What follows belongs to an exercise in optimizing a design on an open flow for small area and a short achievable clock period; a production flow would make more cautious choices. In this exercise RTL edits were held to simulation tests only and were not proved equivalent to the original. Power figures rest on the tool's default switching activity, not on a simulated workload.

## build 17
==> flow/design.v (excerpt) <==
module motorCtrlAvs (
    input  wire                                   clk,
    input  wire                                   reset_n,
    input  wire  [motorCtrlPkg::addrWidth-1:0]    address,
    input  wire                                   read,
    input  wire                                   write,
    input  wire  [motorCtrlPkg::wordWidth-1:0]    writedata,
    output logic [motorCtrlPkg::wordWidth-1:0]    readdata,
    output logic                                  waitrequest,
    input  wire  [motorCtrlPkg::wordWidth-1:0]    fbDirection,
    input  wire  [motorCtrlPkg::motorCount*motorCtrlPkg::wordWidth-1:0]    encoder,
    input  wire  [motorCtrlPkg::motorCount*motorCtrlPkg::wordWidth-1:0]    speedIn,
    input  wire  [motorCtrlPkg::motorCount*motorCtrlPkg::sensorWidth-1:0]  sensorIn,
    output logic [motorCtrlPkg::wordWidth-1:0]    pwmDuty,
    output logic [motorCtrlPkg::wordWidth-1:0]    driverDir,
    output logic [motorCtrlPkg::wordWidth-1:0]    motorCtrl
);
For scale: roughly 2000 flip-flops, about 590 I/O pins, about 75000 µm² of cells after synthesis.
clock: 5.0 ns
lec_check: 0
cap_margin: 10
core_margin: 2
core_utilization: 60
cts_cluster_diameter: 70
cts_cluster_size: 24
setup_slack_margin: 2.8
slew_margin: 10
tns_end_percent: 5
standard.sh (not shown) runs the stock make flow with config.mk's settings and CLKGATE_MAP_FILE= SYNTH_SCRIPT=/design/flow/synth_recipe.tcl, a recipe that flattens the netlist after the stock synthesis.
==> flow/flow/run.sh <==
#!/bin/bash
# Standard ORFS layout through the standard.sh (synthesis unchanged), with
# one change: buffer_ports gives every port a plain buf_1 buffer instead of
# the default delay-buffer cell. Each step's full output goes to its own log
# in the work folder; ORFS's per-stage logs stay under orfs/logs.
set -euo pipefail
export BUFFER_PORTS_ARGS="-buffer_cell sky130_fd_sc_hd__buf_1"
bash standard.sh synth > synth.log 2>&1
bash standard.sh finish > layout.log 2>&1
Edits applied to the flow inputs when going from build 17 to build 86:
Settings: TNS_END_PERCENT: 5 -> 10; CORE_UTILIZATION: 60 -> 50.
- Global placement routability congestion: build 86 vs build 17 up 4.5%
- Total chip power went up slightly going from build 17 to build 86.
- Sum of net half-perimeters after detailed placement ended up 3000 µm higher on build 86 than on build 17.
- Cell area was lower in the run labelled build 17.
- Looking only at global-route wire length before repair, and setting everything else aside, the lower value of build 17 and build 86 goes to build 17.
- On total length of routed wires, build 86 does worse than build 17.
- Termination of the worst setup path = regFile.readdata[7]: build 17; termination of the worst setup path = regFile.readdata[9]: build 86
- As of build 86, detailed-routing wirelength on met1 had risen by a little under 10% compared to build 17.
- Multi-input gate area in the final layout: build 86 vs build 17 up 1.0%
For build 32, these inputs were changed with respect to build 86:
Settings: swapping 50 for 60 in CORE_UTILIZATION.
==> summary.txt <==
[build 32] via count rose 0.43% relative to build 86. Build 32 vs. build 86: routed length on met2 has decreased; static leakage has increased; relative contribution of combinational cells to total power has increased. In build 32, the wire length came out 1.0% below the value in build 86. [build 32] slack of the critical path rose 37 ps relative to build 86. Combinational power, build 32 and build 86: lower on build 86. [compare] base=build 86 new=build 32: cell count after synthesis shows no meaningful change, minimum clock period after layout shows a reduction of 37 ps, post-layout net count shows an increase of 0.57%, met3 wirelength from detailed routing shows an increase of 2700 µm.
#### Input delta (build 26 over build 32)
Settings: a change of CORE_UTILIZATION from 60 to 65.
Results
Re register share of the cell area: build 26 is 0.79 points up on build 32.
In the tables for build 32 and build 26, relative contribution of sequential cells to total power reads lower with build 32.
Reported for build 32 and build 26, flop and latch count out of synthesis turned out identical to the last digit.
Delay of the slowest critical-path stage: build 26 vs build 32 down 250 ps

========
Starting RTL as in the previous note.
export LEC_CHECK = 0
export CAP_MARGIN = 10
export CORE_MARGIN = 2
export CORE_UTILIZATION = 55
export CTS_CLUSTER_DIAMETER = 80
export CTS_CLUSTER_SIZE = 30
export SETUP_SLACK_MARGIN = 2.8
export SLEW_MARGIN = 10
export TNS_END_PERCENT = 10
create_clock -name core_clock -period 5.0 [get_ports {clk}]
Scripts as last shown in full above: flow/flow/run.sh
The first run produced a clean layout.
Change:
CORE_UTILIZATION = 45   (was 55)
CTS_CLUSTER_DIAMETER = 70   (was 80)
CTS_CLUSTER_SIZE = 24   (was 30)
Setup slack loses 0.027 ns.
Sequential share of layout area stays flat.
Worst hold slack got worse by 0.17 ns.
Die area goes up by about a fifth.
Change:
==> flow/flow/run.sh (replaced) <==
#!/bin/bash
# Standard ORFS layout through the standard.sh (synthesis unchanged), with
# two changes: buffer_ports gives every port a plain buf_1 buffer instead of
# the default delay-buffer cell, and the setup repair aims at a 2.8 ns slack
# margin up to clock tree synthesis and at 2.5 ns in the post-global-route
# repair. Each step's full output goes to its own log in the work folder;
# ORFS's per-stage logs stay under orfs/logs.
set -euo pipefail
export BUFFER_PORTS_ARGS="-buffer_cell sky130_fd_sc_hd__buf_1"
bash standard.sh synth > synth.log 2>&1
SETUP_SLACK_MARGIN=2.8 bash standard.sh cts > place_cts.log 2>&1
SETUP_SLACK_MARGIN=2.5 bash standard.sh finish > route_finish.log 2>&1
CORE_UTILIZATION = 50   (was 45)
SETUP_SLACK_MARGIN = unset   (was 2.8)
Outcome:
- The new run ran to the end with no violations
- non-clock buffer count increases by 37
- worst setup slack gets better by 0.014 ns
- via count climbs by 0.57%
- clock-buffer cell count drops by 12
- sequential power barely changes
- combinational power is about the same
- sequential share of layout area fell by 0.40 points
- routed wire length grows by about 1.6%
- power shrinks by about 0.3%
- global-route usage increases by 3.7 points
- final area rises by 0.60%

========
Starting RTL as in the previous note.
==> flow/design.v (excerpt) <==
module motorCtrlAvs (
    input  wire                                   clk,
    input  wire                                   reset_n,
    input  wire  [motorCtrlPkg::addrWidth-1:0]    address,
    input  wire                                   read,
    input  wire                                   write,
    input  wire  [motorCtrlPkg::wordWidth-1:0]    writedata,
    output logic [motorCtrlPkg::wordWidth-1:0]    readdata,
    output logic                                  waitrequest,
    input  wire  [motorCtrlPkg::wordWidth-1:0]    fbDirection,
    input  wire  [motorCtrlPkg::motorCount*motorCtrlPkg::wordWidth-1:0]    encoder,
    input  wire  [motorCtrlPkg::motorCount*motorCtrlPkg::wordWidth-1:0]    speedIn,
    input  wire  [motorCtrlPkg::motorCount*motorCtrlPkg::sensorWidth-1:0]  sensorIn,
    output logic [motorCtrlPkg::wordWidth-1:0]    pwmDuty,
    output logic [motorCtrlPkg::wordWidth-1:0]    driverDir,
    output logic [motorCtrlPkg::wordWidth-1:0]    motorCtrl
);
make LEC_CHECK=0 CAP_MARGIN=10 CORE_MARGIN=2 CORE_UTILIZATION=50 CTS_CLUSTER_DIAMETER=80 CTS_CLUSTER_SIZE=30 SETUP_SLACK_MARGIN=2.8 SLEW_MARGIN=10 TNS_END_PERCENT=10 finish   # period 5.0 ns
run.sh (not shown) runs the stock make flow with config.mk's settings and CLKGATE_MAP_FILE= SYNTH_SCRIPT=/design/flow/synth_recipe.tcl, a recipe that flattens the netlist after the stock synthesis.
Stock flow here: none of the scripts above is used.
Then changed:
==> flow/flow/run.sh (new file) <==
#!/bin/bash
# Standard ORFS layout through the standard.sh (synthesis unchanged), with
# one change: buffer_ports gives every port a plain buf_1 buffer instead of
# the default delay-buffer cell. Each step's full output goes to its own log
# in the work folder; ORFS's per-stage logs stay under orfs/logs.
set -euo pipefail
export BUFFER_PORTS_ARGS="-buffer_cell sky130_fd_sc_hd__buf_1"
bash standard.sh synth > synth.log 2>&1
bash standard.sh finish > layout.log 2>&1
==> flow/standard.sh (new file) <==
#!/bin/bash
# synth_recipe.tcl (not shown) runs the flow's synth.tcl, then flattens the netlist and writes it again
# the make line also repeats each setting of config.mk as NAME=value (left out here)
make -C /OpenROAD-flow-scripts/flow DESIGN_CONFIG=/design/flow/config.mk WORK_HOME=/design/flow/orfs CLKGATE_MAP_FILE= SYNTH_SCRIPT=/design/flow/synth_recipe.tcl "${@:-finish}"
- CAP_MARGIN: 10 -> 0
- CTS_CLUSTER_DIAMETER: 80 -> 70
- CTS_CLUSTER_SIZE: 30 -> 24
- SLEW_MARGIN: 10 -> 0
removed: flow/run.sh
Result: Combinational power falls by about 21%. Routed wire length goes down by 1.7%. First-iteration DRC count fell by 3.6%. Area after synthesis stays the same. Sequential share of layout area came out higher by 2.6 points. Hold slack improves by 0.017 ns. Die area is unchanged. Synthesized cell count does not change. Design area decreases by about 4%.
Then changed:
==> flow/run.sh (new file) <==
#!/bin/bash
# synth_recipe.tcl (not shown) runs the flow's synth.tcl, then flattens the netlist and writes it again
# the make line also repeats each setting of config.mk as NAME=value (left out here)
make -C /OpenROAD-flow-scripts/flow DESIGN_CONFIG=/design/flow/config.mk WORK_HOME=/design/flow/orfs CLKGATE_MAP_FILE= SYNTH_SCRIPT=/design/flow/synth_recipe.tcl finish
- CAP_MARGIN: 0 -> 10
- SLEW_MARGIN: 0 -> 10
removed: flow/flow/run.sh
removed: flow/standard.sh
- critical path depth goes down by 9
- cell count goes up by 2.0%
- setup slack improved by 0.042 ns
- routed wire length goes up by 2.2%
- core utilization goes up by 2.5 points
- worst hold slack hardly moves

## re-timing with driven ports
Ports are ideal in the flow. The routed layouts listed here were re-timed in OpenROAD.
Step 1, drivers: a clkbuf_16 drives clk and a buf_2 each remaining input, both assumed.
Step 2, shift: input delay + t, output delay - t, t = (earliest + latest rising clock arrival at the registers) / 2. This alone moves slack from input paths to output paths.
a / b / c = ideal ports / drivers / drivers and shift; a / b = the first two.
| run | t (ns) | setup WS [ns] | worst setup path after step 2 | worst register clock-pin slew, ns | pins driven straight from the clock port |
|---|---|---|---|---|---|
| build 17 | 0.840 | 2.505 / 2.473 / 1.633 | input to register | 0.10 / 0.10 | 1 |
| build 86 | 0.851 | 2.507 / 2.440 / 1.648 | input to register | 0.10 / 0.10 | 1 |
| build 32 | 0.841 | 2.543 / 2.472 / 1.631 | input to register | 0.10 / 0.10 | 1 |
| build 26 | 0.809 | 2.494 / 2.516 / 1.717 | input to register | 0.10 / 0.10 | 1 |
| the first run of note 2 | 0.803 | 2.473 / 2.381 / 1.578 | input to register | 0.12 / 0.12 | 1 |
| the second run of note 2 | 0.861 | 2.446 / 2.452 / 1.595 | input to register | 0.10 / 0.10 | 1 |
| the third run of note 2 | 0.853 | 2.461 / 2.411 / 1.623 | input to register | 0.10 / 0.10 | 1 |
| the first run of note 3 | 0.818 | 2.554 / 2.479 / 1.705 | input to register | 0.12 / 0.12 | 1 |
| the second run of note 3 | 0.851 | 2.507 / 2.440 / 1.648 | input to register | 0.10 / 0.10 | 1 |
| the third run of note 3 | 0.849 | 2.548 / 2.458 / 1.775 | input to register | 0.10 / 0.10 | 1 |
After both steps setup and hold are still met in every run listed. For build 32, which loses most, drivers alone change the setup slack by -0.071 ns; drivers and shift together by -0.912 ns.
